This is an optimization exercise on Yosys and OpenROAD, whose aim is small area and a short achievable clock period, not a production implementation. RTL that was checked went through simulation tests only; none was proved equivalent to the original. For runs 2 to 5, only the layout was checked, not whether the RTL still works. Power is estimated from default activity; no workload was simulated.

--- flow/flow/run.sh ---
#!/bin/bash
# The standard layout, with plain buffers (instead of the default delay-cell
# buffer) as the port buffers, and a clock tree built without dummy loads.
set -euo pipefail
bash standard.sh "BUFFER_PORTS_ARGS=-buffer_cell sky130_fd_sc_hd__buf_1" \
  "CTS_ARGS=-sink_clustering_enable -repair_clock_nets -sink_clustering_size 25 -sink_clustering_max_diameter 80 -dont_use_dummy_load" \
  finish > make.log 2>&1
--- flow/design.v ---
package rob_pkg;
	typedef logic [3:0] tag_t;
	typedef logic [4:0] rob_ptr_t;
	typedef logic [2:0] areg_t;
	typedef logic [31:0] data_t;
	typedef logic [15:0] pc_t;
endpackage
`timescale 1ns/1ps
module rob_top (
	input logic clk,
	input logic reset,
	input logic [1:0] disp_valid,
	input logic [5:0] disp_dst,
	input logic [5:0] disp_src,
	input logic [31:0] disp_pc,
	output logic stall,
	output logic [7:0] alloc_tag,
	output logic [7:0] src_tag,
	output logic [1:0] src_pending,
	output logic [63:0] src_data,
	input logic [1:0] wb_valid,
	input logic [7:0] wb_tag,
	input logic [63:0] wb_data,
	output logic [1:0] out_valid,
	output logic [5:0] out_dst,
	output logic [63:0] out_data,
	output logic [31:0] out_pc
);
	localparam int AW = 19;  
	logic [3:0] head;
	logic [3:0] tail;
	logic [4:0] cnt;
	logic [15:0] done;
	logic [AW-1:0] a_mem0 [8];
	logic [AW-1:0] a_mem1 [8];
	logic [31:0] r_mem0 [8];
	logic [31:0] r_mem1 [8];
	logic [7:0] pend;
	logic [3:0] stag [8];
	logic [31:0] sval [8];
	logic [1:0] acc;
	logic [3:0] tag1;
	logic stall_q;
	assign stall = stall_q;
	assign acc = disp_valid & {2{~stall}};
	assign tag1 = tail + {3'b0, disp_valid[0]};
	assign alloc_tag = {tag1, tail};
	logic [1:0] a_we;
	logic [2:0] a_off [2];
	logic [AW-1:0] a_wd [2];
	logic [AW-1:0] a_s0, a_s1;
	assign a_s0 = {disp_dst[2:0], disp_pc[15:0]};
	assign a_s1 = {disp_dst[5:3], disp_pc[31:16]};
	always_comb begin
		for (int b = 0; b < 2; b++) begin
			if (tail[0] == b[0]) begin
				a_we[b] = acc[0] | acc[1];
				a_wd[b] = disp_valid[0] ? a_s0 : a_s1;
				a_off[b] = tail[3:1];
			end else begin
				a_we[b] = acc[0] & acc[1];
				a_wd[b] = a_s1;
				a_off[b] = tail[3:1] + {2'b0, tail[0]};
			end
		end
	end
	logic [31:0] w_wd [2];
	always_comb begin
		for (int b = 0; b < 2; b++) begin
			w_wd[b] = (wb_valid[0] && wb_tag[0] == b[0]) ? wb_data[31:0] : wb_data[63:32];
		end
	end
	logic r0, r1;
	logic [3:0] head1;
	assign r0 = done[head];
	assign r1 = r0 & done[head1];
	always_comb begin
		logic [7:0] d0, d1;
		logic fwd;
		for (int r = 0; r < 8; r++) begin
			d0[r] = disp_src[2:0] == r[2:0];
			d1[r] = disp_src[5:3] == r[2:0];
		end
		src_data = '0;
		src_tag = '0;
		src_pending = '0;
		for (int r = 0; r < 8; r++) begin
			src_data[31:0] = src_data[31:0] | ({32{d0[r]}} & sval[r]);
			src_data[63:32] = src_data[63:32] | ({32{d1[r]}} & sval[r]);
			src_tag[3:0] = src_tag[3:0] | ({4{d0[r]}} & stag[r]);
			src_tag[7:4] = src_tag[7:4] | ({4{d1[r]}} & stag[r]);
			src_pending[0] = src_pending[0] | (d0[r] & pend[r]);
			src_pending[1] = src_pending[1] | (d1[r] & pend[r]);
		end
		fwd = disp_valid[0] && disp_dst[2:0] == disp_src[5:3];
		if (fwd) begin
			src_tag[7:4] = tail;
			src_pending[1] = 1'b1;
		end
	end
	logic [7:0] oh0, oh1;
	logic osw;
	always_comb begin
		logic [AW-1:0] ra0, ra1;
		logic [31:0] rr0, rr1;
		ra0 = '0;
		ra1 = '0;
		rr0 = '0;
		rr1 = '0;
		for (int o = 0; o < 8; o++) begin
			ra0 = ra0 | ({AW{oh0[o]}} & a_mem0[o]);
			ra1 = ra1 | ({AW{oh1[o]}} & a_mem1[o]);
			rr0 = rr0 | ({32{oh0[o]}} & r_mem0[o]);
			rr1 = rr1 | ({32{oh1[o]}} & r_mem1[o]);
		end
		if (osw) begin
			{out_dst[2:0], out_pc[15:0]} = ra1;
			{out_dst[5:3], out_pc[31:16]} = ra0;
			out_data[31:0] = rr1;
			out_data[63:32] = rr0;
		end else begin
			{out_dst[2:0], out_pc[15:0]} = ra0;
			{out_dst[5:3], out_pc[31:16]} = ra1;
			out_data[31:0] = rr0;
			out_data[63:32] = rr1;
		end
	end
	always_ff @(posedge clk) begin
		logic [2:0] o0;
		o0 = head[3:1] + {2'b0, head[0]};
		for (int o = 0; o < 8; o++) begin
			oh0[o] <= o0 == o[2:0];
			oh1[o] <= head[3:1] == o[2:0];
		end
		osw <= head[0];
	end
	always_ff @(posedge clk) begin
		for (int o = 0; o < 8; o++) begin
			if (a_we[0] && a_off[0] == o[2:0]) a_mem0[o] <= a_wd[0];
			if (a_we[1] && a_off[1] == o[2:0]) a_mem1[o] <= a_wd[1];
			if ((wb_valid[0] && wb_tag[3:0] == {o[2:0], 1'b0}) || (wb_valid[1] && wb_tag[7:4] == {o[2:0], 1'b0})) r_mem0[o] <= w_wd[0];
			if ((wb_valid[0] && wb_tag[3:0] == {o[2:0], 1'b1}) || (wb_valid[1] && wb_tag[7:4] == {o[2:0], 1'b1})) r_mem1[o] <= w_wd[1];
		end
	end
	logic [4:0] cnt_nxt;
	logic stall_nxt;
	always_comb begin
		logic [4:0] cand [5];
		logic [2:0] d;
		for (int k = 0; k < 5; k++) begin
			cand[k] = cnt + 5'(k) - 5'd2;
		end
		d = 3'd2 + {2'b0, acc[0]} + {2'b0, acc[1]} - {2'b0, r0} - {2'b0, r1};
		cnt_nxt = cand[d];
		stall_nxt = cnt_nxt[4] | (&cnt_nxt[3:0]);
	end
	always_ff @(posedge clk) begin
		if (reset) begin
			head <= '0;
			head1 <= 4'd1;
			tail <= '0;
			cnt <= '0;
			stall_q <= 1'b0;
			done <= '0;
			out_valid <= '0;
		end else begin
			if (r1) begin
				head <= head + 4'd2;
				head1 <= head + 4'd3;
			end else if (r0) begin
				head <= head1;
				head1 <= head + 4'd2;
			end
			tail <= tail + {3'b0, acc[0]} + {3'b0, acc[1]};
			cnt <= cnt_nxt;
			stall_q <= stall_nxt;
			out_valid <= {r1, r0};
			for (int t = 0; t < 16; t++) begin
				if ((r0 && head == t[3:0]) || (r1 && head1 == t[3:0])) done[t] <= 1'b0;
				if ((wb_valid[0] && wb_tag[3:0] == t[3:0]) || (wb_valid[1] && wb_tag[7:4] == t[3:0])) done[t] <= 1'b1;
			end
		end
	end
	logic [7:0] m0, m1;
	logic [7:0] cap;
	always_comb begin
		for (int r = 0; r < 8; r++) begin
			m0[r] = !reset && wb_valid[0] && wb_tag[3:0] == stag[r];
			m1[r] = !reset && wb_valid[1] && wb_tag[7:4] == stag[r];
			cap[r] = reset || (pend[r] && (m0[r] || m1[r]));
		end
	end
	always_ff @(posedge clk) begin
		for (int r = 0; r < 8; r++) begin
			if (cap[r]) sval[r] <= ({32{m0[r]}} & wb_data[31:0]) | ({32{m1[r]}} & wb_data[63:32]);
		end
	end
	always_ff @(posedge clk) begin
		for (int r = 0; r < 8; r++) begin
			if (reset) begin
				pend[r] <= 1'b0;
			end else begin
				if (cap[r]) pend[r] <= 1'b0;
				if (acc[0] && disp_dst[2:0] == r[2:0]) begin
					pend[r] <= 1'b1;
					stag[r] <= tail;
				end
				if (acc[1] && disp_dst[5:3] == r[2:0]) begin
					pend[r] <= 1'b1;
					stag[r] <= tag1;
				end
			end
		end
	end
endmodule
--- flow/config.mk ---
export PLATFORM = sky130hd
export DESIGN_NAME = rob_top
export DESIGN_NICKNAME = rob_top
export VERILOG_FILES = /design/flow/design.v
export SDC_FILE = /design/flow/constraint.sdc
export NUM_CORES = 4
export LEC_CHECK = 0
export ABC_AREA = 0
export CAP_MARGIN = 20
export CORE_ASPECT_RATIO = 0.7
export CORE_MARGIN = 2
export CORE_UTILIZATION = 60
export CTS_CLUSTER_DIAMETER = 80
export CTS_CLUSTER_SIZE = 25
export SETUP_SLACK_MARGIN = 2.9
export SLEW_MARGIN = 20
--- flow/standard.sh ---
#!/bin/bash
# synth_recipe.tcl (not shown) runs the flow's synth.tcl, then flattens the netlist and writes it again
# the make line also repeats each setting of config.mk as NAME=value (left out here)
make -C /OpenROAD-flow-scripts/flow DESIGN_CONFIG=/design/flow/config.mk WORK_HOME=/design/flow/orfs CLKGATE_MAP_FILE= SYNTH_SCRIPT=/design/flow/synth_recipe.tcl "${@:-finish}"
--- flow/constraint.sdc ---
create_clock -name core_clock -period 7.0 [get_ports {clk}]
set_input_delay 1.4000 -clock core_clock [delete_from_list [all_inputs] [get_ports {clk}]]
set_output_delay 1.4000 -clock core_clock [all_outputs]
set_load 0.01 [all_outputs]
==> results of run 1 <==
cell usage in the layout, fill, tap and decap left out, drive strengths merged, types with 29 or more instances in the layout:
cell type | synthesis | final
clkbuf | 299 | 70
a21oi | 128 | 128
dfxtp | 61 | 61
buf | 53 | 452
nor3 | 30 | 30
a22o | 265 | 265
nand4 | 124 | 124
a22oi | 689 | 689
nand2 | 172 | 172
xnor2 | 69 | 69
nor2 | 172 | 175
o21ai | 29 | 29
and4 | 51 | 51
mux2 | 83 | 83
edfxtp | 1104 | 1104
cells by family (layout without fill, tap and decap cells):
logic type                 after synthesis  after routing  synth area share [%]
AOI/OAI and AO/OA                     1205           1205                  17.9
DFF                                   1165           1165                  68.0
and+or+nand+nor                        662            667                  6.71
buffers and inverters                  373            543                  2.86
xor gates and xnor gates                96             96                  1.66
muxes                                   94             94                  2.22
adders and majority gates               26             26                 0.658
other                                    0             13                     0
power by group through the flow:
stage	registers (mW)	logic [mW]	clock network [mW]
6_report	8.39	2.35	3.41
5_1_grt	8.42	2.48	3.64
4_1_cts	8.39	2.24	3.40
3_5_place_dp	8.55	2.17	0
3_3_place_gp	8.53	2.12	0
2_1_floorplan	8.46	1.29	0
routing by layer:
| metal | wire, µm | track usage [%] |
|---|---|---|
| met5 | 214 | 0 |
| met4 | 6870 | 13.3 |
| met1 | 65400 | 55.8 |
| met3 | 25800 | 10.6 |
| met2 | 75500 | 56.4 |
worst max-delay path: stages:
cell and delay, ns:
buf_16 0.12, nor3b_4 0.15, buf_12 0.15, buf_16 0.16
buf_4 0.15, a22oi_1 0.28, nand4_1 0.17, buf_1 0.18
final timing paths:
check	slack [ns]	from	cells past startpoint	end
setup / recovery	2.83	disp_src[4]	8	src_data[50]
hold / removal	0.54	head[3]	1	oh1[0]
setup reg to reg	3.07	head[0]	13	stall_q
hold reg to reg	0.54	head[3]	1	oh1[0]
synth_stat cells, types with 5 or more instances:
| master | n | area share, % |
|---|---|---|
| mux2_2 | 83 | 1.8 |
| nand2_1 | 172 | 1.3 |
| nand4_1 | 124 | 1.5 |
| clkbuf_1 | 298 | 2.2 |
| a22o_1 | 265 | 4.6 |
| xnor2_1 | 69 | 1.2 |
| nand2b_1 | 18 | 0.22 |
| edfxtp_1 | 1104 | 66 |
| nor4_1 | 5 | 0.062 |
| ha_1 | 25 | 0.62 |
| inv_1 | 20 | 0.15 |
| nor2_1 | 172 | 1.3 |
| buf_1 | 46 | 0.34 |
| xor2_1 | 27 | 0.47 |
| a221oi_1 | 11 | 0.19 |
| and4_1 | 51 | 0.88 |
| nor3_1 | 30 | 0.30 |
| o21a_1 | 11 | 0.16 |
| mux2i_1 | 5 | 0.099 |
| o22ai_1 | 9 | 0.11 |
| o21ai_0 | 29 | 0.29 |
| nand3_1 | 28 | 0.28 |
| o32ai_1 | 6 | 0.10 |
| dfxtp_1 | 61 | 2.4 |
| and2_1 | 6 | 0.074 |
| mux4_2 | 5 | 0.22 |
| nor2b_1 | 17 | 0.21 |
| and3_1 | 11 | 0.14 |
| o311a_1 | 8 | 0.16 |
| nor3b_1 | 8 | 0.12 |
| a31oi_1 | 11 | 0.14 |
| a31o_2 | 5 | 0.087 |
| a22oi_1 | 689 | 10 |
| a21oi_1 | 128 | 1.3 |
registers in the layout, indices dropped and copies added (netlist names), 5 cells and up:
signal  flops
oh1         8
a_mem0    152
done       16
stag       32
cnt         5
oh0         8
a_mem1    152
r_mem1    256
pend        8
sval      256
r_mem0    256
area by class of cell:
cell class	instances	area (µm²)	share of cell area, %
Multi-Input combinational cell	2088	15400	27.5
Clock buffer	54	1350	2.42
Inverter	21	80.1	0.143
Tap cell	1137	1420	2.54
Antenna cell	13	32.5	0.0582
Timing Repair Buffer	468	3210	5.73
Sequential cell	1165	34400	61.6
timing repair:
action	4_1_cts	5_1_grt
resized for setup	85	49
endpoints found under the setup margin	98	103
cloned	9	8
setup buffers	34	20
pin swaps	12	9
==> key figures, run 1 <==
Clocking
  – H-tree Lvls: 2
  – Hold-fix buffers, CTS: 0
  – Root buffer cell: clkbuf_16
  – Clock buffer count from CTS: 54
  – CTS max path bufs: 3
  – Clk sinks: around 1200
  – CTS tree: yes
  – Clock Latency Late Sink: between 0.6 and 0.7 ns
  – Clk pin slew, worst setup/hold paths: 0.10 ns

Pwr
  – NetSw: 3.90 mW
  – Pwr Density: 253 nW/µm²
  – Sw frac: 27.5%
  – Worst vdd ir: 0.219 mV
  – Power, Total: 14.2 mW
  – Leak: 17.6 nW
  – Comb pwr share: 16.6%
  – Cell-internal power: 10.3 mW
  – Clock network fraction of design power: 24.1%
  – Seq pwr share: about three fifths

Critical path
  – Setup crit end kind: output port
  – CP arrival: roughly 2.8 ns
  – Crit path max fanout: 8
  – CP required: 5.60 ns
  – CP Launch Type: primary input
  – Critical path class: primary input to output port

Die
  – Initial Util: 60.3%
  – Row count: 89
  – Chip height: between 200 and 250 µm
  – Width of the die: 351 µm
  – Total core area: 83900 µm²
  – Die area: 86700 µm²
  – # IOs: around 300

Global routing
  – First-pass GRT wire length: 241000 µm
  – Total GRT Usage: 38.5%
  – Grt ovf: 0
  – Initial antenna violation count: 9
  – Largest net degree at the start of global routing: between 100 and 150
  – Vias in the first global route: 35000

Finish
  – Ratio of cells with drive above 1 in the final layout: 12.2%
  – Post-Layout Cell Count: 4946
  – Total Nets Final: between 3000 and 4000
  – Number of fill cells: 5913
  – Post-route cell area: 55900 µm²
  – Core Util, Final: 66.7%
  – Area Growth Syn to Fin: 10.6%

Synthesis
  – Gate Count Post-Synth: 3621
  – Mean Syn Cell Area: 14.0 µm²
  – Synth unique cells: 70
  – Sequential share of the synthesized area: 68.0%
  – Post-Synthesis Net Count: 3769
  – Synth async-reset ratio: 0%
  – #FFs+latches synth: around 1200
  – Synthesized area: 50600 µm²
  – Post-synth EDFFs: 1104
  – Primary FF master, synth: edfxtp_1
  – Ys Warns: 11

Timing
  – Final worst slack: 2.83 ns
  – Setup Skew: around 0.095 ns
  – Clock period minus worst slack: 4.17 ns
  – Worst-margin pin slew: 1.13 ns
  – Final Max Slew Viols: 0
  – Final setup viols: 0
  – Final setup TNS: 0 ns
  – Relative slew slack: a little under a quarter
  – Max Freq: 240 MHz
  – Final worst path period share: 59.6%
  – Final hold violations: 0
  – RSZ-0062 raised after global routing: true
  – Hold_ws: ~0.54 ns

Hold path
  – Worst min path class: flop to flop

Route
  – ANT nets after route: 0
  – DR WL/cell: 35.1 µm
  – Drt total wl: 174000 µm
  – Drt drc: 0
  – DRT Pass-1 Iters: 10
  – DRT iter0 DRCs: between 6000 and 7000
  – Vias/cell: 7.47
  – Vias: 36900

Placed design
  – DP Cell Count: 4806
  – Placed instance area: 53000 µm²
  – Pre-CTS setup slack: 1.95 ns
  – Placer Congestion: 0.927
  – Post-DP HPWL: 99600 µm
  – PortBufs: approximately 310

Run status
  – Outcome: no timing/DRC/antenna violations

Flow run
  – Max cap viols: 0
==> run 2: changes to the inputs <==
--- a/flow/design.v
+++ b/flow/design.v
@@ -148,9 +148,23 @@
 		logic [4:0] cand [5];
-		logic [2:0] d;
+		logic [4:0] t [3];
+		logic [4:0] st;
+		logic [2:0] ts;
 		for (int k = 0; k < 5; k++) begin
 			cand[k] = cnt + 5'(k) - 5'd2;
-		end
-		d = 3'd2 + {2'b0, acc[0]} + {2'b0, acc[1]} - {2'b0, r0} - {2'b0, r1};
-		cnt_nxt = cand[d];
-		stall_nxt = cnt_nxt[4] | (&cnt_nxt[3:0]);
+			st[k] = cand[k][4] | (&cand[k][3:0]);
+		end
+		for (int k = 0; k < 3; k++) begin
+			t[k] = r1 ? cand[k] : (r0 ? cand[k + 1] : cand[k + 2]);
+			ts[k] = r1 ? st[k] : (r0 ? st[k + 1] : st[k + 2]);
+		end
+		if (acc[0] && acc[1]) begin
+			cnt_nxt = t[2];
+			stall_nxt = ts[2];
+		end else if (acc[0] || acc[1]) begin
+			cnt_nxt = t[1];
+			stall_nxt = ts[1];
+		end else begin
+			cnt_nxt = t[0];
+			stall_nxt = ts[0];
+		end
 	end
@@ -187,4 +201,4 @@
 		for (int r = 0; r < 8; r++) begin
-			m0[r] = !reset && wb_valid[0] && wb_tag[3:0] == stag[r];
-			m1[r] = !reset && wb_valid[1] && wb_tag[7:4] == stag[r];
+			m0[r] = wb_valid[0] && wb_tag[3:0] == stag[r];
+			m1[r] = wb_valid[1] && wb_tag[7:4] == stag[r];
 			cap[r] = reset || (pend[r] && (m0[r] || m1[r]));
@@ -194,3 +208,3 @@
 		for (int r = 0; r < 8; r++) begin
-			if (cap[r]) sval[r] <= ({32{m0[r]}} & wb_data[31:0]) | ({32{m1[r]}} & wb_data[63:32]);
+			if (cap[r]) sval[r] <= ({32{m0[r] && !reset}} & wb_data[31:0]) | ({32{m1[r] && !reset}} & wb_data[63:32]);
 		end
==> flow/flow/run.sh (replaced) <==
#!/bin/bash
# The standard layout, with plain buffers (instead of the default delay-cell
# buffer) as the port buffers.
set -euo pipefail
bash standard.sh "BUFFER_PORTS_ARGS=-buffer_cell sky130_fd_sc_hd__buf_2" finish > make.log 2>&1
--- a/flow/config.mk
+++ b/flow/config.mk
@@ -7,10 +7,9 @@
 export LEC_CHECK = 0
-export ABC_AREA = 0
+export ABC_AREA = 1
 export CAP_MARGIN = 20
-export CORE_ASPECT_RATIO = 0.7
 export CORE_MARGIN = 2
-export CORE_UTILIZATION = 60
+export CORE_UTILIZATION = 55
 export CTS_CLUSTER_DIAMETER = 80
 export CTS_CLUSTER_SIZE = 25
-export SETUP_SLACK_MARGIN = 2.9
+export SETUP_SLACK_MARGIN = 2.75
 export SLEW_MARGIN = 20
==> key figures, run 2 <==
Run status
  – Outcome: no timing/DRC/antenna violations

Clocking
  – H-tree Lvls: 2
  – CTS tree: yes
  – Root buffer cell: clkbuf_16
  – Clock Latency Late Sink: 0.74 ns
  – Clk pin slew, worst setup/hold paths: 0.10 ns
  – Clk sinks: 1165
  – CTS max path bufs: 3
  – Hold-fix buffers, CTS: 0
  – Clock buffer count from CTS: between 50 and 60

Synthesis
  – Synth area leader: edfxtp_1
  – Sequential share of the synthesized area: approximately two thirds
  – #FFs+latches synth: 1165
  – Primary FF master, synth: edfxtp_1
  – Gate Count Post-Synth: 4608
  – Most common library cells after synthesis: 1135 x nand2_1, 1104 x edfxtp_1, 350 x o22ai_1, 300 x o21ai_0, 279 x inv_1
  – Ys Warns: 12
  – Post-Synthesis Net Count: 4758
  – Top cells by area, synth: edfxtp_1 65%, nand2_1 8.3%, o22ai_1 4.3%
  – Post-synth EDFFs: around 1100
  – Synthesized area: 51400 µm²
  – Synth async-reset ratio: 0%
  – Mean Syn Cell Area: 11.1 µm²
  – Yosys top cell area share: between 60% and 70%
  – Most common cell in the netlist: nand2_1
  – Synth unique cells: 47

Global routing
  – Global route hottest layer: met2
  – Total GRT Usage: 38.1%
  – First-pass GRT wire length: around 260000 µm
  – Grt ovf: 0
  – Largest net degree at the start of global routing: 65
  – Met3 Use GR: 9.19%
  – Initial antenna violation count: 7
  – Vias in the first global route: 37100
  – GRT met1 Usage: 52.3%
  – M2 GR Usage: 57.0%

Timing
  – Final setup TNS: 0 ns
  – RSZ-0062 raised after global routing: true
  – Final Max Slew Viols: 0
  – Final worst path period share: a little over three fifths
  – Relative slew slack: 17.9%
  – Worst-margin pin slew: between 1 and 1.5 ns
  – Max Freq: 229 MHz
  – Final hold violations: 0
  – Clock period minus worst slack: 4.37 ns
  – Final setup viols: 0
  – Setup Skew: 0.0495 ns

Finish
  – Commonest non-fill, non-tap cell in the layout: nand2_1
  – Area Growth Syn to Fin: 15.2%
  – Storage element area: approximately 34000 µm²
  – Number of fill cells: 7410
  – Largest regs: r_mem0 x256, r_mem1 x256, sval x256
  – Core Util, Final: about 64%
  – Total Nets Final: 5074
  – Most frequent cells in the layout: 1118 x nand2_1, 1104 x edfxtp_1, 329 x o22ai_1, 300 x buf_2, 264 x inv_1
  – Ratio of cells with drive above 1 in the final layout: 17.0%
  – Area occupied by multi-input gates: 15700 µm²

Die
  – # IOs: 309
  – Total core area: 92900 µm²
  – Initial Util: 55.3%
  – Row count: 112
  – Die area: 95900 µm²
  – Width of the die: a little over 300 µm
  – Chip height: 310 µm

Route
  – ANT nets after route: 0
  – DRT Pass-1 Iters: 7
  – Drt drc: 0
  – Vias: 40700
  – Drt total wl: 188000 µm
  – DR WL/cell: 30.2 µm
  – Vias/cell: 6.55
  – DRT iter0 DRCs: about 6000

Critical path
  – Setup crit end kind: output port
  – Critical path class: primary input to output port
  – Worst path cell trace: buf_12 -> clkinvlp_4 -> nand2_4 -> buf_12 -> clkinvlp_4 -> buf_8 -> buf_6 -> nand2_2 -> nand4_1 -> buf_2
  – Max incr delay on CP: 0.22 ns
  – CP required: 5.60 ns
  – Critical Path Slowest Stage Cell: clkinvlp_4
  – CP arrival: 2.97 ns
  – Crit path max fanout: 5
  – CP Launch Type: primary input

Pwr
  – Pwr Density: roughly 290 nW/µm²
  – Worst vdd ir: 0.212 mV
  – Power, Total: ~17 mW
  – Leak: 21.0 nW

Hold path
  – Worst min path class: flop to flop

Placed design
  – PortBufs: 308
  – Placer Congestion: 0.967
  – Post-DP HPWL: ~110000 µm

Flow run
  – Max cap viols: 0
==> run 2: metal layers <==
layer	vias to the layer above	routed length, µm
met5	-	38
met4	6	11500
met3	659	23900
met2	2925	81400
met1	19600	71100
li1	17500	-
==> run 2: where the power goes <==
group          leakage, nW  internal [mW]  switching [mW]
clock network        0.867           1.69            2.30
logic                 9.35           1.24            3.05
registers             10.8           8.39           0.274
==> run 2: path summary, 6_finish.rpt <==
path               startpoint      endpoint  slack, ns  cells past startpoint
setup reg to reg      tail[0]  a_mem1[5][9]       3.38                      8
hold / removal       done[12]      done[12]       0.51                      2
hold reg to reg      done[12]      done[12]       0.51                      2
setup / recovery  disp_src[2]  src_data[10]       2.63                     10
==> run 2: repair_timing <==
item                       CTS  global route
hold endpoints to repair     0             0
gates resized for setup    166           141
gates cloned                10            10
setup endpoints to repair  169           107
pin swaps                   18            63
buffers inserted            41            32
==> run 2: final cells by class <==
class,instances,share of cell area (%)
antenna,3,0.0127
clock buffer,74,2.63
clock inverter,15,0.410
inverter,358,2.42
multi-input combinational,2809,26.6
sequential,1165,58.2
tap,1254,2.65
timing repair buffer,533,7.11
==> run 2: cell families after synthesis <==
logic type / count (synthesis) / share of synthesized area (%)
compound gates: 1071 / 13.3
mux: 16 / 0.312
fa+ha+maj: 28 / 0.697
simple gates: 1662 / 13.4
flops: 1165 / 66.9
buf+inv: 635 / 4.84
xor+xnor: 31 / 0.529
==> run 2: stage by stage <==
| step | worst slack [ns] | instances | hold slack, ns | cell area (µm²) |
|---|---|---|---|---|
| 6_report | 2.63 | 6211 | 0.510 | 59200 |
| 5_1_grt | 2.63 | 6208 | 0.526 | 59200 |
| 4_1_cts | 2.66 | 6166 | 0.508 | 57900 |
| 3_5_place_dp | 1.69 | 6026 | 0.494 | 54700 |
| 3_3_place_gp | 1.70 | 6026 | 0.491 | 54700 |
| 2_1_floorplan | 2.86 | 4608 | 0.417 | 51400 |
==> run 2: critical path, delay by kind of cell <==
family | cells | cell delay [ns]
buf+inv | 7 | 1.16
simple gates | 3 | 0.39
==> run 3: changes to the inputs <==
--- a/flow/design.v
+++ b/flow/design.v
@@ -31,3 +31,3 @@
 	logic [3:0] tail;
-	logic [4:0] cnt;
+	logic [15:0] occ;
 	logic [15:0] done;
@@ -42,4 +42,3 @@
 	logic [3:0] tag1;
-	logic stall_q;
-	assign stall = stall_q;
+	assign stall = occ[14];
 	assign acc = disp_valid & {2{~stall}};
@@ -144,27 +143,15 @@
 	end
-	logic [4:0] cnt_nxt;
-	logic stall_nxt;
-	always_comb begin
-		logic [4:0] cand [5];
-		logic [4:0] t [3];
-		logic [4:0] st;
-		logic [2:0] ts;
-		for (int k = 0; k < 5; k++) begin
-			cand[k] = cnt + 5'(k) - 5'd2;
-			st[k] = cand[k][4] | (&cand[k][3:0]);
-		end
+	logic [15:0] occ_nxt;
+	always_comb begin
+		logic [19:0] ext;
+		logic [15:0] t [3];
+		ext = {2'b00, occ, 2'b11};
 		for (int k = 0; k < 3; k++) begin
-			t[k] = r1 ? cand[k] : (r0 ? cand[k + 1] : cand[k + 2]);
-			ts[k] = r1 ? st[k] : (r0 ? st[k + 1] : st[k + 2]);
-		end
-		if (acc[0] && acc[1]) begin
-			cnt_nxt = t[2];
-			stall_nxt = ts[2];
-		end else if (acc[0] || acc[1]) begin
-			cnt_nxt = t[1];
-			stall_nxt = ts[1];
-		end else begin
-			cnt_nxt = t[0];
-			stall_nxt = ts[0];
-		end
+			for (int i = 0; i < 16; i++) begin
+				t[k][i] = r1 ? ext[i + 4 - k] : (r0 ? ext[i + 3 - k] : ext[i + 2 - k]);
+			end
+		end
+		if (acc[0] && acc[1]) occ_nxt = t[2];
+		else if (acc[0] || acc[1]) occ_nxt = t[1];
+		else occ_nxt = t[0];
 	end
@@ -175,4 +162,3 @@
 			tail <= '0;
-			cnt <= '0;
-			stall_q <= 1'b0;
+			occ <= '0;
 			done <= '0;
@@ -188,4 +174,3 @@
 			tail <= tail + {3'b0, acc[0]} + {3'b0, acc[1]};
-			cnt <= cnt_nxt;
-			stall_q <= stall_nxt;
+			occ <= occ_nxt;
 			out_valid <= {r1, r0};
@@ -201,4 +186,4 @@
 		for (int r = 0; r < 8; r++) begin
-			m0[r] = wb_valid[0] && wb_tag[3:0] == stag[r];
-			m1[r] = wb_valid[1] && wb_tag[7:4] == stag[r];
+			m0[r] = !reset && wb_valid[0] && wb_tag[3:0] == stag[r];
+			m1[r] = !reset && wb_valid[1] && wb_tag[7:4] == stag[r];
 			cap[r] = reset || (pend[r] && (m0[r] || m1[r]));
@@ -208,3 +193,3 @@
 		for (int r = 0; r < 8; r++) begin
-			if (cap[r]) sval[r] <= ({32{m0[r] && !reset}} & wb_data[31:0]) | ({32{m1[r] && !reset}} & wb_data[63:32]);
+			if (cap[r]) sval[r] <= ({32{m0[r]}} & wb_data[31:0]) | ({32{m1[r]}} & wb_data[63:32]);
 		end
--- a/flow/config.mk
+++ b/flow/config.mk
@@ -7,3 +7,4 @@
 export LEC_CHECK = 0
-export ABC_AREA = 1
+export ABC_AREA = 0
+export ABC_CLOCK_PERIOD_IN_PS = 2500
 export CAP_MARGIN = 20
==> key figures, run 3 <==
Synthesis
  – Synth area leader: edfxtp_1
  – Top cells by area, synth: edfxtp_1 65%, a22oi_1 10%, a22o_1 4.6%
  – Most common cell in the netlist: edfxtp_1
  – Mean Syn Cell Area: 14.1 µm²
  – Synth unique cells: 69
  – #FFs+latches synth: 1175
  – Ys Warns: 11
  – Gate Count Post-Synth: approximately 3600
  – Sequential share of the synthesized area: between 60% and 70%
  – Synthesized area: around 51000 µm²
  – Yosys top cell area share: 65.0%
  – Post-synth EDFFs: 1104
  – Synth async-reset ratio: 0%
  – Post-Synthesis Net Count: 3748
  – Primary FF master, synth: edfxtp_1
  – Most common library cells after synthesis: 1104 x edfxtp_1, 691 x a22oi_1, 269 x clkbuf_1, 266 x a22o_1, 184 x nor2_1

Route
  – Vias: 35500
  – DR WL/cell: roughly 34 µm
  – DRT iter0 DRCs: roughly 5400
  – DRT Pass-1 Iters: 9
  – Drt total wl: about 170000 µm
  – Drt drc: 0
  – ANT nets after route: 0
  – Vias/cell: 7.10

Timing
  – Final hold violations: 0
  – Worst-margin pin slew: 1.11 ns
  – Final setup viols: 0
  – RSZ-0062 raised after global routing: true
  – Final Max Slew Viols: 0
  – Hold_ws: 0.511 ns
  – Max Freq: approximately 230 MHz
  – Clock period minus worst slack: 4.33 ns
  – Setup Skew: 0.0343 ns
  – Final setup TNS: 0 ns
  – Final worst path period share: 61.9%
  – Relative slew slack: 26.0%

Placed design
  – Placer Congestion: 0.922
  – PortBufs: 308
  – Post-DP HPWL: 97600 µm

Finish
  – Total Nets Final: 3862
  – Largest regs: r_mem0 x256, r_mem1 x256, sval x256
  – Area Growth Syn to Fin: 9.81%
  – Commonest non-fill, non-tap cell in the layout: edfxtp_1
  – Most frequent cells in the layout: 1104 x edfxtp_1, 690 x a22oi_1, 303 x buf_2, 266 x a22o_1, 165 x nor2_1
  – Ratio of cells with drive above 1 in the final layout: 19.0%

Flow run
  – Max cap viols: 0

Clocking
  – CTS max path bufs: 3
  – H-tree Lvls: 2
  – Root buffer cell: clkbuf_16
  – Hold-fix buffers, CTS: 0
  – CTS tree: yes
  – Clk sinks: between 1000 and 1500
  – Clock Latency Late Sink: between 0.6 and 0.7 ns
  – Clock buffer count from CTS: between 50 and 60
  – Clk pin slew, worst setup/hold paths: 0.09 ns

Critical path
  – Critical Path Slowest Stage Cell: a22o_1
  – Max incr delay on CP: about 0.28 ns
  – CP required: 5.60 ns
  – CP arrival: slightly below 3 ns
  – Crit path max fanout: 37
  – WP buf/inv: 3
  – Crit path max-delay family: compound AO/OA/AOI/OAI gates
  – Worst path cell trace: buf_4 -> and3b_1 -> buf_12 -> a22o_1 -> a221oi_1 -> a31oi_1 -> buf_2
  – Setup crit end kind: output port
  – Critical path class: primary input to output port
  – CP Launch Type: primary input

Die
  – Die area: 95200 µm²
  – Row count: 111
  – # IOs: 309
  – Width of the die: roughly 310 µm
  – Chip height: 308 µm
  – Total core area: 91800 µm²
  – Initial Util: 55.5%

Run status
  – Outcome: no timing/DRC/antenna violations

Global routing
  – Largest net degree at the start of global routing: 76
  – Grt ovf: 0
  – First-pass GRT wire length: 237000 µm
  – Total GRT Usage: 34.4%
  – Vias in the first global route: 34800
  – Initial antenna violation count: 18

Pwr
  – Leak: between 15 and 20 nW
  – Worst vdd ir: 0.219 mV
  – Pwr Density: 254 nW/µm²
  – Power, Total: 14.2 mW

Hold path
  – Worst min path class: flop to flop
-- run 3: cell types whose count changed after synthesis, moves of 71 or more --
cell,before,now
nand2_1,1135,76
a22oi_1,13,691
o22ai_1,350,9
o21ai_0,300,21
inv_1,279,27
a22o_1,32,266
a221oi_1,189,8
nand3_1,152,31
mux2_2,0,112
clkinv_1,73,0
xnor2_1,5,76
-- run 3: metal layers --
layer	GRT usage, %	wire length, µm
met1	44.5	62000
met2	57.8	82600
met3	6.67	17200
met4	12.7	5970
met5	0	72
-- run 3: report_power, final --
part | internal, mW | switching, mW
logic | 0.644 | 1.35
clock network | 1.65 | 2.20
registers | 8.17 | 0.212
total | 10.5 | 3.76
-- run 3: worst reg2reg max path, stage by stage, from the launching register on --
cell     delay (ns)
dfxtp_1        0.76
mux4_2         0.65
a22o_1         0.29
or2_2          0.68
nor2_1         0.31
a21oi_1        0.10
a221o_1        0.40
-- run 3: worst paths after layout --
path / start / endpoint / slack [ns] / depth (start not counted)
setup reg to reg: head[0] / occ[6] / 3.69 / 6
setup / recovery: disp_src[4] / src_tag[4] / 2.67 / 7
hold reg to reg: pend[1] / pend[1] / 0.51 / 2
hold / removal: pend[1] / pend[1] / 0.51 / 2
-- run 3: cells by family after synthesis --
group | share of synthesized area (%)
AO/OA/AOI/OAI | 18.1
flip-flops | 67.8
AND/OR/NAND/NOR | 5.95
buffers and inverters | 2.88
multiplexers | 3.12
XOR/XNOR | 1.63
adder cells (fa/ha/maj) | 0.481
-- run 3: what timing repair did --
action	4_1_cts	5_1_grt
gates resized for setup	40	17
setup buffers	6	3
endpoints found under the setup margin	75	36
gates cloned	3	2
pin swaps	4	3
-- run 3: through the flow --
step,util (%),std cells,setup slack [ns],cell area (µm²)
final,61.0,5001,2.67,56000
after global routing,61.0,4987,2.61,56000
after global placement,58.6,4891,2.14,53800
after CTS,60.8,4981,2.75,55800
after floorplan,-,3607,2.71,51100
after detailed placement,58.6,4891,2.14,53800
-- run 3: final cells by class --
class	count	area, µm²
diodes	15	37.5
fillers	7002	35800
multi-input cells	2054	15400
clock inverters	20	258
clock buffers	61	1460
repair buffers	405	2550
flip-flops and latches	1175	34600
well taps	1243	1560
inverters	28	110
==> run 4: changes to the inputs <==
==> flow/flow/run.sh (replaced) <==
#!/bin/bash
# The standard layout, with plain buffers (instead of the default delay-cell
# buffer) as the port buffers.
set -euo pipefail
bash standard.sh "BUFFER_PORTS_ARGS=-buffer_cell sky130_fd_sc_hd__buf_1" finish > make.log 2>&1
--- a/flow/config.mk
+++ b/flow/config.mk
@@ -8,9 +8,9 @@
 export ABC_AREA = 0
-export ABC_CLOCK_PERIOD_IN_PS = 2500
 export CAP_MARGIN = 20
+export CORE_ASPECT_RATIO = 0.7
 export CORE_MARGIN = 2
-export CORE_UTILIZATION = 55
+export CORE_UTILIZATION = 60
 export CTS_CLUSTER_DIAMETER = 80
 export CTS_CLUSTER_SIZE = 25
-export SETUP_SLACK_MARGIN = 2.75
+export SETUP_SLACK_MARGIN = 2.9
 export SLEW_MARGIN = 20
==> key figures, run 4 <==
Run status
  – Outcome: no timing/DRC/antenna violations

Global routing
  – Grt ovf: 0
  – Vias in the first global route: 34800
  – Total GRT Usage: about two fifths
  – Initial antenna violation count: 11
  – Largest net degree at the start of global routing: 64
  – First-pass GRT wire length: 244000 µm

Route
  – Met1 Wirelength: 67300 µm
  – Vias/cell: ~7.5
  – DRT iter0 DRCs: 6171
  – Routed length on met2: 76300 µm
  – Vias: about 37000
  – DR WL/cell: 35.6 µm
  – Top Layer Used: met5
  – Detail Route met3 WL: 26200 µm
  – Drt drc: 0
  – Drt total wl: 176000 µm
  – DRT Pass-1 Iters: 11
  – ANT nets after route: 0

Die
  – Total core area: 84200 µm²
  – Row count: 89
  – # IOs: between 300 and 400
  – Die area: 87400 µm²
  – Initial Util: 60.6%
  – Chip height: 248 µm
  – Width of the die: 352 µm

Synthesis
  – Post-Synthesis Net Count: 3748
  – Synth area leader: edfxtp_1
  – Primary FF master, synth: edfxtp_1
  – Synth async-reset ratio: 0%
  – Synthesized area: 51000 µm²
  – #FFs+latches synth: between 1000 and 1500
  – Synth unique cells: between 60 and 70
  – Gate Count Post-Synth: 3607
  – Sequential share of the synthesized area: 67.8%
  – Top cells by area, synth: edfxtp_1 65%, a22oi_1 10%, a22o_1 4.6%
  – Post-synth EDFFs: 1104
  – Yosys top cell area share: 65.0%
  – Most common library cells after synthesis: 1104 x edfxtp_1, 691 x a22oi_1, 269 x clkbuf_1, 266 x a22o_1, 184 x nor2_1
  – Most common cell in the netlist: edfxtp_1
  – Mean Syn Cell Area: between 10 and 15 µm²
  – Ys Warns: 11

Pwr
  – Power, Total: 14.3 mW
  – Leak: 17.7 nW
  – Pwr Density: 252 nW/µm²
  – Worst vdd ir: approximately 0.27 mV

Finish
  – Ratio of cells with drive above 1 in the final layout: between 10% and 20%
  – Commonest non-fill, non-tap cell in the layout: edfxtp_1
  – Post-route cell area: 56500 µm²
  – Total Nets Final: 3918
  – Post-Layout Cell Count: about 5000
  – Most frequent cells in the layout: 1104 x edfxtp_1, 682 x a22oi_1, 278 x buf_1, 266 x a22o_1, 165 x nor2_1
  – Area Growth Syn to Fin: 10.8%
  – Largest regs: r_mem0 x256, r_mem1 x256, sval x256

Timing
  – Worst-margin pin slew: 1.14 ns
  – Final hold violations: 0
  – Max Freq: 241 MHz
  – Final setup viols: 0
  – Final setup TNS: 0 ns
  – Clock period minus worst slack: a little over 4 ns
  – Relative slew slack: 23.6%
  – Setup Skew: 0.0421 ns
  – RSZ-0062 raised after global routing: true
  – Final Max Slew Viols: 0
  – Final worst slack: around 2.9 ns
  – Final worst path period share: between 50% and 60%

Placed design
  – Post-DP HPWL: roughly 100000 µm
  – Placer Congestion: between 0.9 and 1
  – Placed instance area: 53300 µm²
  – PortBufs: 308
  – DP Cell Count: between 4000 and 5000
  – Pre-CTS setup slack: 1.86 ns

Critical path
  – CP required: 5.60 ns
  – R2r setup slk: 3.79 ns
  – Worst path cell trace: buf_4 -> nor3b_4 -> bufbuf_16 -> a22oi_1 -> nand4_1 -> buf_1
  – Worst r2r src: head1[1]
  – Reg2reg path depth: 6
  – WP buf/inv: 3
  – Max incr delay on CP: about 0.40 ns
  – Worst R2R End: occ[7]
  – CP Launch Type: primary input
  – Critical Path Slowest Stage Cell: bufbuf_16
  – Critical path class: primary input to output port
  – Crit path max-delay family: buffers and inverters
  – CP arrival: 2.74 ns
  – Setup crit end kind: output port
  – Crit path max fanout: 18

Hold path
  – Hold Path Origin: done[8]
  – Worst min path class: flop to flop
  – Worst Hold Path EP: done[8]
  – WHS Path Cells: 2

Clocking
  – Root buffer cell: clkbuf_16
  – CTS tree: yes
  – Clock buffer count from CTS: 54
  – H-tree Lvls: 2
  – Clk pin slew, worst setup/hold paths: 0.09 ns
  – CTS max path bufs: 3
  – Clk sinks: 1175
  – Clock Latency Late Sink: 0.70 ns

Flow run
  – Max cap viols: 0
==> run 4: cell families (layout without fill, tap and decap cells) <==
group	Yosys count	count (layout)	synth area share (%)
buffers and inverters	381	575	2.88
AND/OR/NAND/NOR	574	577	5.95
other	0	10	0
adder cells (fa/ha/maj)	19	19	0.481
multiplexers	135	135	3.12
flip-flops	1175	1175	67.8
AO/OA/AOI/OAI	1228	1228	18.1
XOR/XNOR	95	95	1.63
==> run 4: layout make-up <==
| class | instances | area [µm²] |
|---|---|---|
| antenna | 10 | 25.0 |
| clock buffer | 75 | 1450 |
| clock inverter | 8 | 149 |
| fill | 5948 | 27700 |
| inverter | 28 | 118 |
| multi-input combinational | 2054 | 15500 |
| sequential | 1175 | 34600 |
| tap | 1137 | 1420 |
| timing repair buffer | 464 | 3190 |
==> run 4: worst min-delay path: cells and delay by family (launching register included) <==
kind	cells	cell delay, ns
flops	1	0.33
compound gates	2	0.15
==> run 4: how the worst max path moves through the flow <==
stage                     start           end  depth (start not counted)
CTS                 disp_src[4]    src_tag[7]                          8
finish              disp_src[0]   src_data[3]                          6
global placement    disp_src[2]    src_tag[2]                          6
global route        disp_src[5]    src_tag[6]                          8
detailed placement  disp_src[2]    src_tag[2]                          6
floorplan             wb_tag[1]  r_mem1[7][0]                          4
==> run 4: repair_timing <==
item,4_1_cts,5_1_grt
endpoints found under the setup margin,160,157
pin swaps,14,15
hold buffers,0,0
buffers inserted,36,19
resized for setup,103,57
gates cloned,12,3
==> run 4: stage by stage <==
step / utilization, % / hold slack, ns
3_3_place_gp: 63.3 / 0.482
5_1_grt: 67.1 / 0.544
3_5_place_dp: 63.3 / 0.491
6_report: 67.1 / 0.529
4_1_cts: 66.5 / 0.515
2_1_floorplan: - / 0.383
==> run 4: power breakdown <==
part / internal [mW] / total, mW / switching (mW)
registers: 8.17 / 8.36 / 0.191
logic: 0.638 / 2.20 / 1.56
clock network: 1.52 / 3.69 / 2.17
total: 10.3 / 14.3 / 3.93
==> run 4: routing by layer <==
metal  vias to the layer above  GRT usage (%)
met3                       535           11.3
met4                        10           12.1
met1                     18500           56.2
met2                      3121           56.3
li1                      15000              -
met5                         -              0
==> run 5: changes to the inputs <==
==> flow/flow/run.sh (replaced) <==
#!/bin/bash
# The standard layout, with plain buffers (instead of the default delay-cell
# buffer) as the port buffers, and the data ports placed by bit slice on the sides of
# the die (flow/io.tcl).
set -euo pipefail
bash standard.sh "BUFFER_PORTS_ARGS=-buffer_cell sky130_fd_sc_hd__buf_2" "IO_CONSTRAINTS=$PWD/flow/io.tcl" finish > make.log 2>&1
==> flow/flow/io.tcl (new file) <==
# Port placement by bit slice: the ports of bit k of both slots sit next to
# each other, so each bit's storage and read/write logic can stay local.
set l {}
for {set k 0} {$k < 32} {incr k} {
  set j [expr {$k + 32}]
  lappend l "src_data\[$k\]" "src_data\[$j\]" "wb_data\[$k\]" "wb_data\[$j\]"
}
set_io_pin_constraint -region left:* -group -order -pin_names $l
set l {}
for {set k 0} {$k < 32} {incr k} {
  set j [expr {$k + 32}]
  lappend l "out_data\[$k\]" "out_data\[$j\]"
}
for {set k 0} {$k < 16} {incr k} {
  set j [expr {$k + 16}]
  lappend l "out_pc\[$k\]" "out_pc\[$j\]" "disp_pc\[$k\]" "disp_pc\[$j\]"
}
set_io_pin_constraint -region right:* -group -order -pin_names $l
--- a/flow/config.mk
+++ b/flow/config.mk
@@ -8,9 +8,9 @@
 export ABC_AREA = 0
+export ABC_CLOCK_PERIOD_IN_PS = 2500
 export CAP_MARGIN = 20
-export CORE_ASPECT_RATIO = 0.7
 export CORE_MARGIN = 2
-export CORE_UTILIZATION = 60
+export CORE_UTILIZATION = 55
 export CTS_CLUSTER_DIAMETER = 80
 export CTS_CLUSTER_SIZE = 25
-export SETUP_SLACK_MARGIN = 2.9
+export SETUP_SLACK_MARGIN = 2.75
 export SLEW_MARGIN = 20
==> key figures, run 5 <==
Route
  – DRT Pass-1 Iters: 7
  – DR WL/cell: 37.5 µm
  – ANT nets after route: 0
  – Vias: 36900
  – Drt total wl: 190000 µm
  – DRT iter0 DRCs: about 5500
  – Drt drc: 0
  – Vias/cell: 7.30

Flow run
  – Max cap viols: 0

Synthesis
  – Synthesized area: 51000 µm²
  – Post-synth EDFFs: around 1100
  – Synth area leader: edfxtp_1
  – Primary FF master, synth: edfxtp_1
  – Most common library cells after synthesis: 1104 x edfxtp_1, 691 x a22oi_1, 269 x clkbuf_1, 266 x a22o_1, 184 x nor2_1
  – Post-Synthesis Net Count: 3748
  – Sequential share of the synthesized area: 67.8%
  – Top cells by area, synth: edfxtp_1 65%, a22oi_1 10%, a22o_1 4.6%
  – Yosys top cell area share: 65.0%
  – Mean Syn Cell Area: approximately 14 µm²
  – Synth unique cells: 69
  – Synth async-reset ratio: 0%
  – #FFs+latches synth: 1175
  – Most common cell in the netlist: edfxtp_1
  – Gate Count Post-Synth: 3607
  – Ys Warns: 11

Pwr
  – Pwr Density: 256 nW/µm²
  – Seq pwr share: 57.5%
  – Comb pwr share: ~16%
  – Cell-internal power: ~10 mW
  – Sw frac: 28.1%
  – Leak: 18.5 nW
  – Worst vdd ir: 0.173 mV
  – Clock network fraction of design power: 26.7%
  – NetSw: 4.09 mW

Finish
  – Largest regs: r_mem0 x256, r_mem1 x256, sval x256
  – Number of fill cells: a little under 7000
  – Commonest non-fill, non-tap cell in the layout: edfxtp_1
  – Area Growth Syn to Fin: 11.4%
  – Area occupied by multi-input gates: 15400 µm²
  – Storage element area: 34600 µm²
  – Ratio of cells with drive above 1 in the final layout: 20.1%
  – Most frequent cells in the layout: 1104 x edfxtp_1, 691 x a22oi_1, 301 x buf_2, 266 x a22o_1, 165 x nor2_1
  – Total Nets Final: 3917

Critical path
  – WP buf/inv: 3
  – Crit path max fanout: 33
  – Reg2reg path depth: 6
  – Worst r2r src: head1[1]
  – R2r setup slk: 3.72 ns
  – CP Launch Type: primary input
  – Critical Path Slowest Stage Cell: and3b_2
  – CP required: 5.60 ns
  – Worst R2R End: occ[10]
  – Worst path cell trace: buf_4 -> and3b_2 -> buf_12 -> a22oi_1 -> nand4_1 -> buf_2
  – Setup crit end kind: output port
  – Critical path class: primary input to output port
  – Crit path max-delay family: buffers and inverters
  – Max incr delay on CP: 0.33 ns
  – CP arrival: 2.86 ns

Die
  – Row count: 111
  – Total core area: 91800 µm²
  – # IOs: 309
  – Initial Util: 55.5%
  – Chip height: 308 µm
  – Die area: 95200 µm²
  – Width of the die: 308 µm

Global routing
  – Global route hottest layer: met2
  – Total GRT Usage: between 30% and 40%
  – Grt ovf: 0
  – Largest net degree at the start of global routing: 103
  – First-pass GRT wire length: 262000 µm
  – Met3 Use GR: around an eighth
  – M2 GR Usage: between 50% and 60%
  – Initial antenna violation count: 35
  – Vias in the first global route: 34400
  – GRT met1 Usage: 52.2%

Clocking
  – CTS max path bufs: 3
  – H-tree Lvls: 2
  – Clk sinks: 1175
  – Root buffer cell: clkbuf_16
  – Hold-fix buffers, CTS: 0
  – CTS tree: yes
  – Clock buffer count from CTS: between 50 and 60
  – Clock Latency Late Sink: 0.71 ns
  – Clk pin slew, worst setup/hold paths: roughly 0.11 ns

Timing
  – Setup Skew: roughly 0.025 ns
  – Final hold violations: 0
  – Final worst path period share: 60.9%
  – Final setup viols: 0
  – Relative slew slack: 30.0%
  – Max Freq: 235 MHz
  – Final worst slack: 2.74 ns
  – Final setup TNS: 0 ns
  – RSZ-0062 raised after global routing: true
  – Clock period minus worst slack: between 4 and 5 ns
  – Final Max Slew Viols: 0
  – Worst-margin pin slew: 1.05 ns

Hold path
  – Hold Path Origin: pend[6]
  – WHS Path Cells: 2
  – Worst min path class: flop to flop
  – Worst Hold Path EP: pend[6]

Placed design
  – Pre-CTS setup slack: 2.11 ns
  – Post-DP HPWL: 115000 µm
  – Placer Congestion: 0.906
  – PortBufs: ~310

Run status
  – Outcome: no timing/DRC/antenna violations
## run 5: logic make-up (layout without fill, tap and decap cells)
kind of cell    count (synthesis)  after routing  share of synthesized area [%]
other cells                     0             11                              0
xor+xnor                       95             95                           1.63
buf+inv                       381            575                           2.88
mux                           135            135                           3.12
compound gates               1228           1228                           18.1
flops                        1175           1175                           67.8
fa+ha+maj                      19             19                          0.481
simple gates                  574            578                           5.95
## run 5: worst reg2reg max path: stages (launching register included)
cell,delay (ns)
dfxtp_1,0.68
mux4_2,0.61
mux2_2,0.36
o21ai_4,0.68
mux2i_1,0.25
a2111oi_0,0.48
a211o_1,0.16
## run 5: through the flow
stage	cell area [µm²]	std cells	total power [mW]	hold slack, ns	util [%]
6_report	56800	5059	14.6	0.518	61.9
5_1_grt	56800	5049	14.9	0.547	61.8
4_1_cts	56600	5040	14.5	0.505	61.6
3_5_place_dp	53900	4898	10.7	0.490	58.7
3_3_place_gp	53900	4898	10.6	0.487	58.7
2_1_floorplan	51100	3607	9.59	0.383	-
## run 5: layout make-up
| class | instances | area share (%) |
|---|---|---|
| Sequential cell | 1175 | 61.0 |
| Multi-Input combinational cell | 2055 | 27.2 |
| Timing Repair Buffer | 459 | 5.78 |
| Tap cell | 1243 | 2.74 |
| Clock buffer | 74 | 2.66 |
| Clock inverter | 14 | 0.421 |
| Inverter | 28 | 0.187 |
| Antenna cell | 11 | 0.0485 |
## run 5: power groups by stage
stage	clock network, mW	logic, mW	registers [mW]
floorplan	0	1.15	8.44
global placement	0	2.12	8.52
detailed placement	0	2.16	8.54
CTS	3.91	2.23	8.38
global route	4.14	2.41	8.40
finish	3.89	2.30	8.37
## run 5: how the worst max path moves through the flow
stage / start / to / slack, ns / cells after the start
floorplan: wb_tag[5] / r_mem1[5][0] / 2.71 / 4
global placement: disp_src[4] / src_tag[4] / 2.14 / 6
detailed placement: disp_src[4] / src_tag[4] / 2.11 / 6
CTS: disp_src[2] / src_tag[3] / 2.75 / 9
global route: disp_src[4] / src_pending[1] / 2.74 / 8
finish: disp_src[1] / src_data[16] / 2.74 / 6
## run 5: timing repair
item,CTS,global route
setup buffers,48,8
cloned,6,0
gates resized for setup,60,13
setup endpoints to repair,148,57
pin swaps,15,4
## run 5: routing by layer
layer	share of wire (%)	vias to the layer above
met5	0.15	-
met1	36	18500
met2	45	2872
li1	-	15000
met4	5.6	44
met3	13	570
==> run 6: changes to the inputs <==
--- a/flow/design.v
+++ b/flow/design.v
@@ -31,3 +31,3 @@
 	logic [3:0] tail;
-	logic [15:0] occ;
+	logic [4:0] cnt;
 	logic [15:0] done;
@@ -42,3 +42,4 @@
 	logic [3:0] tag1;
-	assign stall = occ[14];
+	logic stall_q;
+	assign stall = stall_q;
 	assign acc = disp_valid & {2{~stall}};
@@ -143,15 +144,13 @@
 	end
-	logic [15:0] occ_nxt;
-	always_comb begin
-		logic [19:0] ext;
-		logic [15:0] t [3];
-		ext = {2'b00, occ, 2'b11};
-		for (int k = 0; k < 3; k++) begin
-			for (int i = 0; i < 16; i++) begin
-				t[k][i] = r1 ? ext[i + 4 - k] : (r0 ? ext[i + 3 - k] : ext[i + 2 - k]);
-			end
-		end
-		if (acc[0] && acc[1]) occ_nxt = t[2];
-		else if (acc[0] || acc[1]) occ_nxt = t[1];
-		else occ_nxt = t[0];
+	logic [4:0] cnt_nxt;
+	logic stall_nxt;
+	always_comb begin
+		logic [4:0] cand [5];
+		logic [2:0] d;
+		for (int k = 0; k < 5; k++) begin
+			cand[k] = cnt + 5'(k) - 5'd2;
+		end
+		d = 3'd2 + {2'b0, acc[0]} + {2'b0, acc[1]} - {2'b0, r0} - {2'b0, r1};
+		cnt_nxt = cand[d];
+		stall_nxt = cnt_nxt[4] | (&cnt_nxt[3:0]);
 	end
@@ -162,3 +161,4 @@
 			tail <= '0;
-			occ <= '0;
+			cnt <= '0;
+			stall_q <= 1'b0;
 			done <= '0;
@@ -174,3 +174,4 @@
 			tail <= tail + {3'b0, acc[0]} + {3'b0, acc[1]};
-			occ <= occ_nxt;
+			cnt <= cnt_nxt;
+			stall_q <= stall_nxt;
 			out_valid <= {r1, r0};
==> flow/flow/run.sh (replaced) <==
#!/bin/bash
# The standard layout, with plain buffers (instead of the default delay-cell
# buffer) as the port buffers, and each group of ports placed on the side of
# the die nearest the logic it connects to (flow/io.tcl).
set -euo pipefail
bash standard.sh "BUFFER_PORTS_ARGS=-buffer_cell sky130_fd_sc_hd__buf_2" "IO_CONSTRAINTS=$PWD/flow/io.tcl" finish > make.log 2>&1
==> flow/flow/io.tcl (replaced) <==
# Port placement: each group of ports on the side nearest the logic it feeds.
proc bus {name lo hi} {
  set l {}
  for {set i $lo} {$i <= $hi} {incr i} { lappend l "${name}\[$i\]" }
  return $l
}
# source lookup: dispatch selects and the lookup results
set_io_pin_constraint -region left:* -pin_names [concat \
  [bus disp_src 0 5] [bus disp_dst 0 5] [bus disp_valid 0 1] \
  [bus src_data 0 63] [bus src_tag 0 7] [bus src_pending 0 1] [bus alloc_tag 0 7] stall]
# writeback: into the rename values and the result banks
set_io_pin_constraint -region bottom:* -pin_names [concat \
  [bus wb_data 0 63] [bus wb_tag 0 7] [bus wb_valid 0 1] reset]
# retirement report
set_io_pin_constraint -region right:* -pin_names [concat \
  [bus out_data 0 63] [bus out_pc 0 31] [bus out_dst 0 5] [bus out_valid 0 1]]
# dispatch payload
set_io_pin_constraint -region top:* -pin_names [concat [bus disp_pc 0 31]]
==> key figures, run 6 <==
Timing
  – Relative slew slack: 22.1%
  – Final setup viols: 0
  – Worst-margin pin slew: 1.17 ns
  – Clock period minus worst slack: 4.31 ns
  – Final setup TNS: 0 ns
  – Final Max Slew Viols: 0
  – Final worst path period share: 61.6%
  – Final hold violations: 0
  – Max Freq: around 230 MHz
  – Setup Skew: 0.0312 ns
  – RSZ-0062 raised after global routing: true

Pwr
  – Leak: 18.3 nW
  – Sw frac: 29.1%
  – NetSw: 4.36 mW
  – Comb pwr share: around 17%
  – Cell-internal power: 10.6 mW
  – Pwr Density: 265 nW/µm²
  – Seq pwr share: 56.2%
  – Clock network fraction of design power: between 20% and 30%
  – Power, Total: 15.0 mW
  – Worst vdd ir: 0.202 mV

Critical path
  – Max incr delay on CP: approximately 0.39 ns
  – Setup crit end kind: output port
  – Crit path max fanout: 12
  – Worst path cell trace: buf_6 -> nor3b_4 -> buf_4 -> buf_6 -> a22oi_1 -> nand4_1 -> buf_2
  – Crit path max-delay family: buffers and inverters
  – R2r setup slk: 3.00 ns
  – Critical Path Slowest Stage Cell: nand4_1
  – Worst r2r src: head[0]
  – CP arrival: between 2 and 3 ns
  – Most used cell, CP: buf_6
  – CP Launch Type: primary input
  – Worst R2R End: stall_q
  – WP buf/inv: 4
  – CP required: 5.60 ns
  – Worst setup path start: disp_src[4]
  – Reg2reg path depth: 12
  – Critical path class: primary input to output port

Synthesis
  – Primary FF master, synth: edfxtp_1
  – Synthesized area: between 50000 and 60000 µm²
  – Sequential share of the synthesized area: 68.0%
  – Post-Synthesis Net Count: 3769
  – Synth unique cells: 70
  – Yosys top cell area share: 65.6%
  – #FFs+latches synth: approximately 1200
  – Mean Syn Cell Area: 14.0 µm²
  – Ys Warns: 11
  – Synth area leader: edfxtp_1
  – Top cells by area, synth: edfxtp_1 66%, a22oi_1 10%, a22o_1 4.6%
  – Most common cell in the netlist: edfxtp_1
  – Gate Count Post-Synth: 3621
  – Synth async-reset ratio: 0%
  – Most common library cells after synthesis: 1104 x edfxtp_1, 689 x a22oi_1, 298 x clkbuf_1, 265 x a22o_1
  – Post-synth EDFFs: 1104

Hold path
  – Worst min path class: flop to flop
  – Hold Path Origin: head[0]
  – Worst Hold Path EP: osw
  – WHS Path Cells: 0

Die
  – Initial Util: 55.3%
  – Row count: around 110
  – Die area: 94400 µm²
  – Total core area: 91400 µm²
  – Chip height: 307 µm
  – Width of the die: between 300 and 400 µm
  – # IOs: 309

Global routing
  – Total GRT Usage: 40.2%
  – Grt ovf: 0
  – Largest net degree at the start of global routing: 104
  – First-pass GRT wire length: 266000 µm
  – Vias in the first global route: 34300
  – Initial antenna violation count: 39

Route
  – Drt total wl: 197000 µm
  – DRT iter0 DRCs: 7089
  – ANT nets after route: 0
  – DR WL/cell: a little under 40 µm
  – Drt drc: 0
  – Vias/cell: between 7 and 8
  – DRT Pass-1 Iters: 9
  – Vias: 37500

Placed design
  – Placer Congestion: 1.01
  – Placed instance area: 53500 µm²
  – PortBufs: a little over 300
  – Post-DP HPWL: 123000 µm

Clocking
  – Clk pin slew, worst setup/hold paths: 0.10 ns
  – H-tree Lvls: 2
  – CTS max path bufs: 3
  – Clock Latency Late Sink: 0.71 ns
  – Clk sinks: 1165
  – CTS tree: yes
  – Clock buffer count from CTS: 58
  – Root buffer cell: clkbuf_16

Finish
  – Area Growth Syn to Fin: 11.5%
  – Ratio of cells with drive above 1 in the final layout: between 10% and 20%
  – Commonest non-fill, non-tap cell in the layout: edfxtp_1
  – Post-route cell area: 56400 µm²
  – Most frequent cells in the layout: 1104 x edfxtp_1, 667 x a22oi_1, 301 x buf_2, 265 x a22o_1, 167 x nand2_1
  – Largest regs: r_mem0 x256, r_mem1 x256, sval x256
  – Total Nets Final: 3914

Flow run
  – Max cap viols: 0

Run status
  – Outcome: no timing/DRC/antenna violations
## run 6: changes by cell type after synthesis, moves of 10 or more
cell and change:
mux2_2 -29, o21a_1 +11, clkbuf_1 +29, o211ai_1 -12
nor2_1 -12, nand2_1 +96, mux2i_1 -10, a211o_1 -16
buf_1 -26, dfxtp_1 -10
## run 6: worst max path at each step
| stage | end | slack, ns | cells past startpoint |
|---|---|---|---|
| floorplan | r_mem0[5][0] | 1.80 | 4 |
| global placement | sval[7][5] | 1.94 | 7 |
| detailed placement | src_tag[7] | 2.08 | 7 |
| CTS | src_data[23] | 2.74 | 6 |
| global route | src_data[35] | 2.70 | 7 |
| finish | src_data[55] | 2.69 | 7 |
## run 6: logic make-up after synthesis
kind of cell,share of synthesized area [%]
AOI/OAI and AO/OA,17.9
adders and majority gates,0.658
muxes,2.22
buffers and inverters,2.86
DFF,68.0
and+or+nand+nor,6.71
xor gates and xnor gates,1.66
## run 6: timing repair
item,4_1_cts,5_1_grt
setup buffers,15,17
hold buffers,0,0
pin swaps,15,20
setup endpoints to repair,82,225
resized for setup,49,72
gates cloned,2,5
## run 6: layout make-up
cell class                 instances  area [µm²]
fill                            6857       35000
sequential                      1165       34400
multi-input combinational       2085       15400
timing repair buffer             435        3050
clock buffer                      76        1540
tap                             1186        1480
clock inverter                    19         279
inverter                          21        82.6
antenna                           27        67.6
## run 6: power groups by stage
stage / Clock (mW) / Combinational, mW / Sequential, mW
global route: 4.20 / 2.68 / 8.44
global placement: 0 / 2.35 / 8.56
floorplan: 0 / 1.29 / 8.46
detailed placement: 0 / 2.39 / 8.57
CTS: 3.98 / 2.42 / 8.42
finish: 3.99 / 2.56 / 8.42
## run 6: routing by layer
layer / up-vias / global-route usage (%) / part of all wire, %
met2: 3192 / 57.9 / 43
met5: - / 0 / 0.046
met1: 18800 / 54.8 / 36
met4: 14 / 17.3 / 5.2
met3: 555 / 15.0 / 16
li1: 14900 / - / -
## run 6: per-stage QoR
step / utilization (%) / worst slack (ns) / instances / hold WS [ns]
finish: 61.7 / 2.69 / 5014 / 0.444
global route: 61.7 / 2.70 / 5006 / 0.461
CTS: 60.9 / 2.74 / 4965 / 0.464
detailed placement: 58.5 / 2.08 / 4853 / 0.542
global placement: 58.5 / 1.94 / 4851 / 0.527
floorplan: - / 1.80 / 3621 / 0.383

[what the ideal ports hide]
How much do the figures lean on ideal ports? The routed layouts below were timed once more, with nothing changed but the port constraints. Step 1 sets driving cells, clkbuf_16 on the clock port and buf_2 on the other inputs (assumed; they add their load-dependent delay and slew). Step 2 also shifts input and output timing later by t, the mid clock arrival at the registers, as if the neighbouring blocks saw the same clock. Slacks: ideal ports / drivers / drivers and shift; pairs: ideal ports / drivers.
run	t (ns)	setup WS [ns]	worst data-port slew with drivers (ns)
run 1	0.708	2.825 / 2.716 / 2.426	0.17
run 2	0.796	2.628 / 2.563 / 2.409	0.22
run 3	0.735	2.668 / 2.642 / 2.565	0.16
run 4	0.736	2.859 / 2.774 / 2.317	0.15
run 5	0.754	2.739 / 2.559 / 2.555	0.18
run 6	0.757	2.688 / 2.605 / 2.201	0.20
After both steps every run listed still meets setup and hold. For run 4, which loses most, drivers alone change the setup slack by -0.085 ns; drivers and shift together by -0.542 ns.
